This is an optimization exercise on Yosys and OpenROAD, whose aim is small area, not a production implementation. RTL that was checked went through simulation tests only; none was proved equivalent to the original. Power is estimated from default activity; no workload was simulated.

==> branch yarrow <==
Design color_tracker_top, start of the top module:
module color_tracker_top (
   input  logic       clk_camera,
   input  logic       sys_rst_camera,
   input  logic [7:0] camera_d_i,
   input  logic       cam_pclk_i,
   input  logic       cam_hsync_i,
   input  logic       cam_vsync_i,
   output logic [8:0] centroid_x_o,
   output logic [7:0] centroid_y_o,
   output logic       centroid_valid_o,
   output logic       uart_txd_o
);
clock: 6.0 ns
lec_check: 0
cap_margin: 20
core_margin: 2
core_utilization: 40
cts_buf_list: sky130_fd_sc_hd__clkbuf_4
place_density: 0.6
slew_margin: 20
run.sh (not shown) runs the stock make flow with config.mk's settings and CLKGATE_MAP_FILE= SYNTH_SCRIPT=/design/flow/synth_recipe.tcl, a recipe that flattens the netlist after the stock synthesis.
==> inputs of branch nickel, as changes to branch yarrow <==
--- a/flow/design.v
+++ b/flow/design.v
@@ -155,13 +155,13 @@
       if (v0 || rst) begin
          row <= 8'd0;
       end else if (fall) begin
          row <= row_inc;
       end
       phase <= ~v0 & ~fall & (e_phase ^ take);
-      if (take & ~e_phase) hi <= d0;
+      if (~e_phase) hi <= d0;
       pix_d <= pix;
    end
    logic cmp;
    trk_hit u_hit (.hi(hi), .lo(d0), .hit(cmp));
    always_ff @(posedge clk_camera) begin
       hit_d <= pix & cmp;
@@ -171,100 +171,104 @@
    logic [15:0] count;
    logic [11:0] side_x;
    logic [10:0] side_y;
    logic [2:0]  side_n;
    logic [4:0]  cnt;
    logic        cx, cy;
-   logic        kx, ky;
-   logic        busy, merge, last, start, acc, phb, div_x, div_y;
-   logic [8:0]  base_x, add_x;
-   logic [7:0]  base_y, add_y;
+   logic        busy, hold, merge, last, start;
+   logic [8:0]  base_x, col_g, add_x;
+   logic [7:0]  base_y, row_g, add_y;
    logic        co_x, co_y;
    logic [2:0]  ext_x, ext_y;
    logic [15:0] inc_x, inc_y, inc_n;
    logic [2:0]  inc_sn;
    always_comb begin
       busy  = (cnt >= 5'd2) && (cnt <= 5'd30);
       merge = (cnt == 5'd30);
-      phb   = ~cnt[0];
-      div_x = (cnt >= 5'd3) && (cnt <= 5'd20);
-      div_y = (cnt >= 5'd3) && (cnt <= 5'd18);
-      acc   = hit_d & ~busy;
+      hold  = busy & ~merge;
       last  = pix_d && (col == 9'd319) && (row == 8'd179);
       start = last && ((count != 16'd0) || hit_d);
+      col_g  = hit_d ? col : 9'd0;
+      row_g  = hit_d ? row : 8'd0;
       base_x = busy ? side_x[8:0] : sum_x[8:0];
       base_y = busy ? side_y[7:0] : sum_y[7:0];
    end
-   trk_rca #(9) u_addx (.a(base_x), .b(col), .ci(1'b0), .s(add_x), .co(co_x));
-   trk_rca #(8) u_addy (.a(base_y), .b(row), .ci(1'b0), .s(add_y), .co(co_y));
+   trk_rca #(9) u_addx (.a(base_x), .b(col_g), .ci(1'b0), .s(add_x), .co(co_x));
+   trk_rca #(8) u_addy (.a(base_y), .b(row_g), .ci(1'b0), .s(add_y), .co(co_y));
    trk_inc #(3) u_extx (.a(side_x[11:9]), .ci(co_x), .s(ext_x), .co());
    trk_inc #(3) u_exty (.a(side_y[10:8]), .ci(co_y), .s(ext_y), .co());
-   trk_inc #(16) u_incx (.a(sum_x[24:9]), .ci(1'b1), .s(inc_x), .co());
-   trk_inc #(16) u_incy (.a(sum_y[23:8]), .ci(1'b1), .s(inc_y), .co());
-   trk_inc #(16) u_incn (.a(count), .ci(1'b1), .s(inc_n), .co());
-   trk_inc #(3) u_incsn (.a(side_n), .ci(1'b1), .s(inc_sn), .co());
-   logic [16:0] tr_x, tr_y;
-   logic [7:0]  dl_x, dl_y;
-   logic [8:0]  dh_x, dh_y;
-   logic        bl_x, bl_y, ge_x, ge_y;
-   logic [15:0] rn_x, rn_y;
+   trk_inc #(16) u_incx (.a(sum_x[24:9]), .ci(cx), .s(inc_x), .co());
+   trk_inc #(16) u_incy (.a(sum_y[23:8]), .ci(cy), .s(inc_y), .co());
+   trk_inc #(16) u_incn (.a(count), .ci(hit_d & ~busy), .s(inc_n), .co());
+   trk_inc #(3) u_incsn (.a(side_n), .ci(hit_d), .s(inc_sn), .co());
+   logic       odd, xa, xb, ya, yb;
+   logic       sgn_x, sgn_y, k, r7;
+   logic       ls, hs, lco;
+   logic [7:0] la, lb, lout;
+   logic [8:0] ha, hb, hout;
    always_comb begin
-      tr_x = sum_x[24:8];
-      tr_y = sum_y[23:7];
-   end
-   trk_rca #(8) u_dlx (.a(tr_x[7:0]), .b(~count[7:0]), .ci(1'b1), .s(dl_x), .co(bl_x));
-   trk_rca #(8) u_dly (.a(tr_y[7:0]), .b(~count[7:0]), .ci(1'b1), .s(dl_y), .co(bl_y));
-   trk_rca #(9) u_dhx (.a(tr_x[16:8]), .b({1'b1, ~count[15:8]}), .ci(kx), .s(dh_x), .co(ge_x));
-   trk_rca #(9) u_dhy (.a(tr_y[16:8]), .b({1'b1, ~count[15:8]}), .ci(ky), .s(dh_y), .co(ge_y));
-   always_comb begin
-      rn_x = ge_x ? {dh_x[7:0], dl_x} : tr_x[15:0];
-      rn_y = ge_y ? {dh_y[7:0], dl_y} : tr_y[15:0];
-   end
-   always_ff @(posedge clk_camera) begin
-      kx <= bl_x;
-      ky <= bl_y;
+      odd = cnt[0];
+      xa  = (cnt >= 5'd3) && (cnt <= 5'd19) && odd;
+      xb  = (cnt >= 5'd4) && (cnt <= 5'd20) && !odd;
+      ya  = (cnt >= 5'd4) && (cnt <= 5'd18) && !odd;
+      yb  = (cnt >= 5'd5) && (cnt <= 5'd19) && odd;
+      la  = odd ? sum_x[15:8] : sum_y[14:7];
+      ls  = odd ? ~sgn_x : ~sgn_y;
+      lb  = count[7:0] ^ {8{ls}};
+      ha  = odd ? {sum_y[23:16], r7} : {sum_x[24:17], r7};
+      hs  = odd ? ~sgn_y : ~sgn_x;
+      hb  = {1'b0, count[15:8]} ^ {9{hs}};
+   end
+   trk_rca #(8) u_dlo (.a(la), .b(lb), .ci(ls), .s(lout), .co(lco));
+   trk_rca #(9) u_dhi (.a(ha), .b(hb), .ci(k), .s(hout), .co());
+   always_ff @(posedge clk_camera) begin
+      k  <= lco;
+      r7 <= odd ? sum_x[16] : sum_y[15];
+      if (xb) sgn_x <= hout[8];
+      else if (!busy) sgn_x <= 1'b0;
+      if (yb) sgn_y <= hout[8];
+      else if (!busy) sgn_y <= 1'b0;
    end
    always_ff @(posedge clk_camera) begin
       if (rst) begin
          sum_x <= '0;
          sum_y <= '0;
          count <= '0;
          cx    <= 1'b0;
          cy    <= 1'b0;
          cnt   <= '0;
       end else begin
-         cx <= acc & co_x;
-         cy <= acc & co_y;
-         if (merge) begin
-            sum_x <= hit_d ? {13'd0, ext_x, add_x} : {13'd0, side_x};
-            sum_y <= hit_d ? {13'd0, ext_y, add_y} : {13'd0, side_y};
-            count <= hit_d ? {13'd0, inc_sn} : {13'd0, side_n};
-         end else begin
-            if (div_x && phb) sum_x <= {rn_x, sum_x[7:0], ge_x};
-            else begin
-               if (acc) sum_x[8:0] <= add_x;
-               if (cx) sum_x[24:9] <= inc_x;
-            end
-            if (div_y && phb) sum_y <= {rn_y, sum_y[6:0], ge_y};
-            else begin
-               if (acc) sum_y[7:0] <= add_y;
-               if (cy) sum_y[23:8] <= inc_y;
-            end
-            if (acc) count <= inc_n;
-         end
+         cx <= ~busy & co_x;
+         cy <= ~busy & co_y;
+         if (xb) sum_x[8:0] <= {sum_x[7:0], ~hout[8]};
+         else if (!hold) sum_x[8:0] <= add_x;
+         if (yb) sum_y[7:0] <= {sum_y[6:0], ~hout[8]};
+         else if (!hold) sum_y[7:0] <= add_y;
+         if (merge) sum_x[16:9] <= {5'd0, ext_x};
+         else if (xa) sum_x[16:9] <= lout;
+         else sum_x[16:9] <= inc_x[7:0];
+         if (merge) sum_x[24:17] <= 8'd0;
+         else if (xb) sum_x[24:17] <= hout[7:0];
+         else sum_x[24:17] <= inc_x[15:8];
+         if (merge) sum_y[15:8] <= {5'd0, ext_y};
+         else if (ya) sum_y[15:8] <= lout;
+         else sum_y[15:8] <= inc_y[7:0];
+         if (merge) sum_y[23:16] <= 8'd0;
+         else if (yb) sum_y[23:16] <= hout[7:0];
+         else sum_y[23:16] <= inc_y[15:8];
+         if (merge) count <= {13'd0, inc_sn};
+         else count <= inc_n;
          if (start) cnt <= 5'd2;
          else if (cnt != 5'd0) cnt <= cnt + 5'd1;
       end
    end
    always_ff @(posedge clk_camera) begin
-      if (busy && !merge) begin
-         if (hit_d) begin
-            side_x <= {ext_x, add_x};
-            side_y <= {ext_y, add_y};
-            side_n <= inc_sn;
-         end
+      if (hold) begin
+         side_x <= {ext_x, add_x};
+         side_y <= {ext_y, add_y};
+         side_n <= inc_sn;
       end else begin
          side_x <= '0;
          side_y <= '0;
          side_n <= '0;
       end
    end
@@ -304,21 +308,19 @@
       endcase
       bitper = (code == 4'd0) || (code >= 4'd6);
    end
    always_ff @(posedge clk_camera) begin
       if (rst) begin
          idx  <= 2'd3;
-         code <= 4'd2;
+         code <= 4'd4;
       end else if (idx == 2'd3) begin
          if (report_tick) idx <= 2'd0;
       end else begin
          if (code == 4'd1) begin
             idx  <= idx + 2'd1;
-            code <= 4'd2;
-         end else if (code == 4'd3) begin
-            code <= 4'd6;
+            code <= 4'd4;
          end else if (!bitper || baud_tick) begin
             code <= code + 4'd1;
          end
       end
    end
    always_ff @(posedge clk_camera) begin
==> flow/flow/run.sh (new file) <==
#!/bin/bash
# Standard synthesis and layout, with two layout options changed:
#  - port buffers use the smallest buffer cell,
#  - the clock tree is built without dummy loads,

set -uo pipefail
bash standard.sh finish \
  "BUFFER_PORTS_ARGS=-buffer_cell sky130_fd_sc_hd__buf_1" \
  "CTS_ARGS=-sink_clustering_enable -repair_clock_nets -sink_clustering_size 10 -sink_clustering_max_diameter 70 -buf_list sky130_fd_sc_hd__clkbuf_4 -dont_use_dummy_load" \
  > standard.log 2>&1
==> flow/standard.sh (new file) <==
#!/bin/bash
# synth_recipe.tcl (not shown) runs the flow's synth.tcl, then flattens the netlist and writes it again
# the make line also repeats each setting of config.mk as NAME=value (left out here)
make -C /OpenROAD-flow-scripts/flow DESIGN_CONFIG=/design/flow/config.mk WORK_HOME=/design/flow/orfs CLKGATE_MAP_FILE= SYNTH_SCRIPT=/design/flow/synth_recipe.tcl "${@:-finish}"
--- a/flow/config.mk
+++ b/flow/config.mk
@@ -6,8 +6,12 @@
 export NUM_CORES = 4
 export LEC_CHECK = 0
 export CAP_MARGIN = 20
 export CORE_MARGIN = 2
 export CORE_UTILIZATION = 40
 export CTS_BUF_LIST = sky130_fd_sc_hd__clkbuf_4
+export CTS_CLUSTER_DIAMETER = 70
+export CTS_CLUSTER_SIZE = 10
+export GPL_ROUTABILITY_DRIVEN = 0
+export GPL_TIMING_DRIVEN = 0
 export PLACE_DENSITY = 0.6
 export SLEW_MARGIN = 20
removed: flow/run.sh
==> notes.md <==
                                                                                                   branch nickel            branch yarrow
Status                                                                                   complete, no violations  complete, no violations
Timing-limited maximum frequency                                                                         182 MHz                  195 MHz
Yosys top cell area share                                                                                  35.9%                    32.5%
Fraction of final layout cells sized beyond drive strength 1                                               8.24%                    10.9%
Multiplexer share of the synthesized area                                                                  6.15%                    4.65%
Clock transition at the register clock pins on the worst setup and hold paths after CTS                  0.12 ns                  0.06 ns
WP buf/inv                                                                                                     4                        5
Final Critical Period                                                                                    5.48 ns                  5.14 ns
Worst voltage drop across the vdd grid                                                                0.000154 V               0.000120 V
FF/Latch Area                                                                                           4450 µm²                 4400 µm²
Cell-internal power                                                                                      2230 µW                  2100 µW
Half-perimeter wire length after detailed placement                                                     15500 µm                 16300 µm
Worst reg2reg endpoint                                                                                 sum_y[10]                sum_y[10]
Met3 Routed Length                                                                                        645 µm                  1030 µm
Number of enable flip-flop cells after synthesis                                                              27                       25
Final hold slack                                                                                        0.356 ns                 0.353 ns
Number of H-tree levels                                                                                        1                        2
Final-layout non-clock buffer area share                                                                   2.97%                    3.10%
Number of tap cells added at floorplan                                                                       330                      378
Fraction of the mapped netlist area in compound gates                                                      7.58%                    12.3%
Crit-path max cell delay                                                                                 0.56 ns                  0.59 ns
Number of antenna violations at the first check in global routing                                              2                        1
Met2 Use GR                                                                                                25.9%                    26.8%
Power density normalized to cell area                                                                 316 nW/µm²               222 nW/µm²
Repair and plain buffers                                                                                      74                       42
Synth Area in Adders                                                                                       19.7%                    20.9%
The RTL of branch yarrow was laid out without a check of its function.

-- what the ideal ports hide --
In the flow no input, the clock included, has a driving cell. The finished layouts below were timed again as built, in two steps. Step 1 (the two cells are an assumption about what drives the block):
set clk [get_ports {clk_camera}]
set_driving_cell -lib_cell sky130_fd_sc_hd__clkbuf_16 $clk
set_driving_cell -lib_cell sky130_fd_sc_hd__buf_2 [delete_from_list [all_inputs] $clk]
Step 2, shift: input delay + t, output delay - t, t = (earliest + latest rising clock arrival at the registers) / 2. This alone moves slack from input paths to output paths. Three values: ideal, step 1, step 2; two values: the first two.
run | t, ns | slack for setup (ns) | hold WS [ns] | worst slew at a driven data input, ns
branch yarrow | 0.708 | 0.862 / 0.862 / 0.862 | 0.353 / 0.353 / 0.353 | 0.03
branch nickel | 0.670 | 0.517 / 0.517 / 0.517 | 0.356 / 0.356 / 0.356 | 0.03
After both steps every run listed still meets setup and hold.
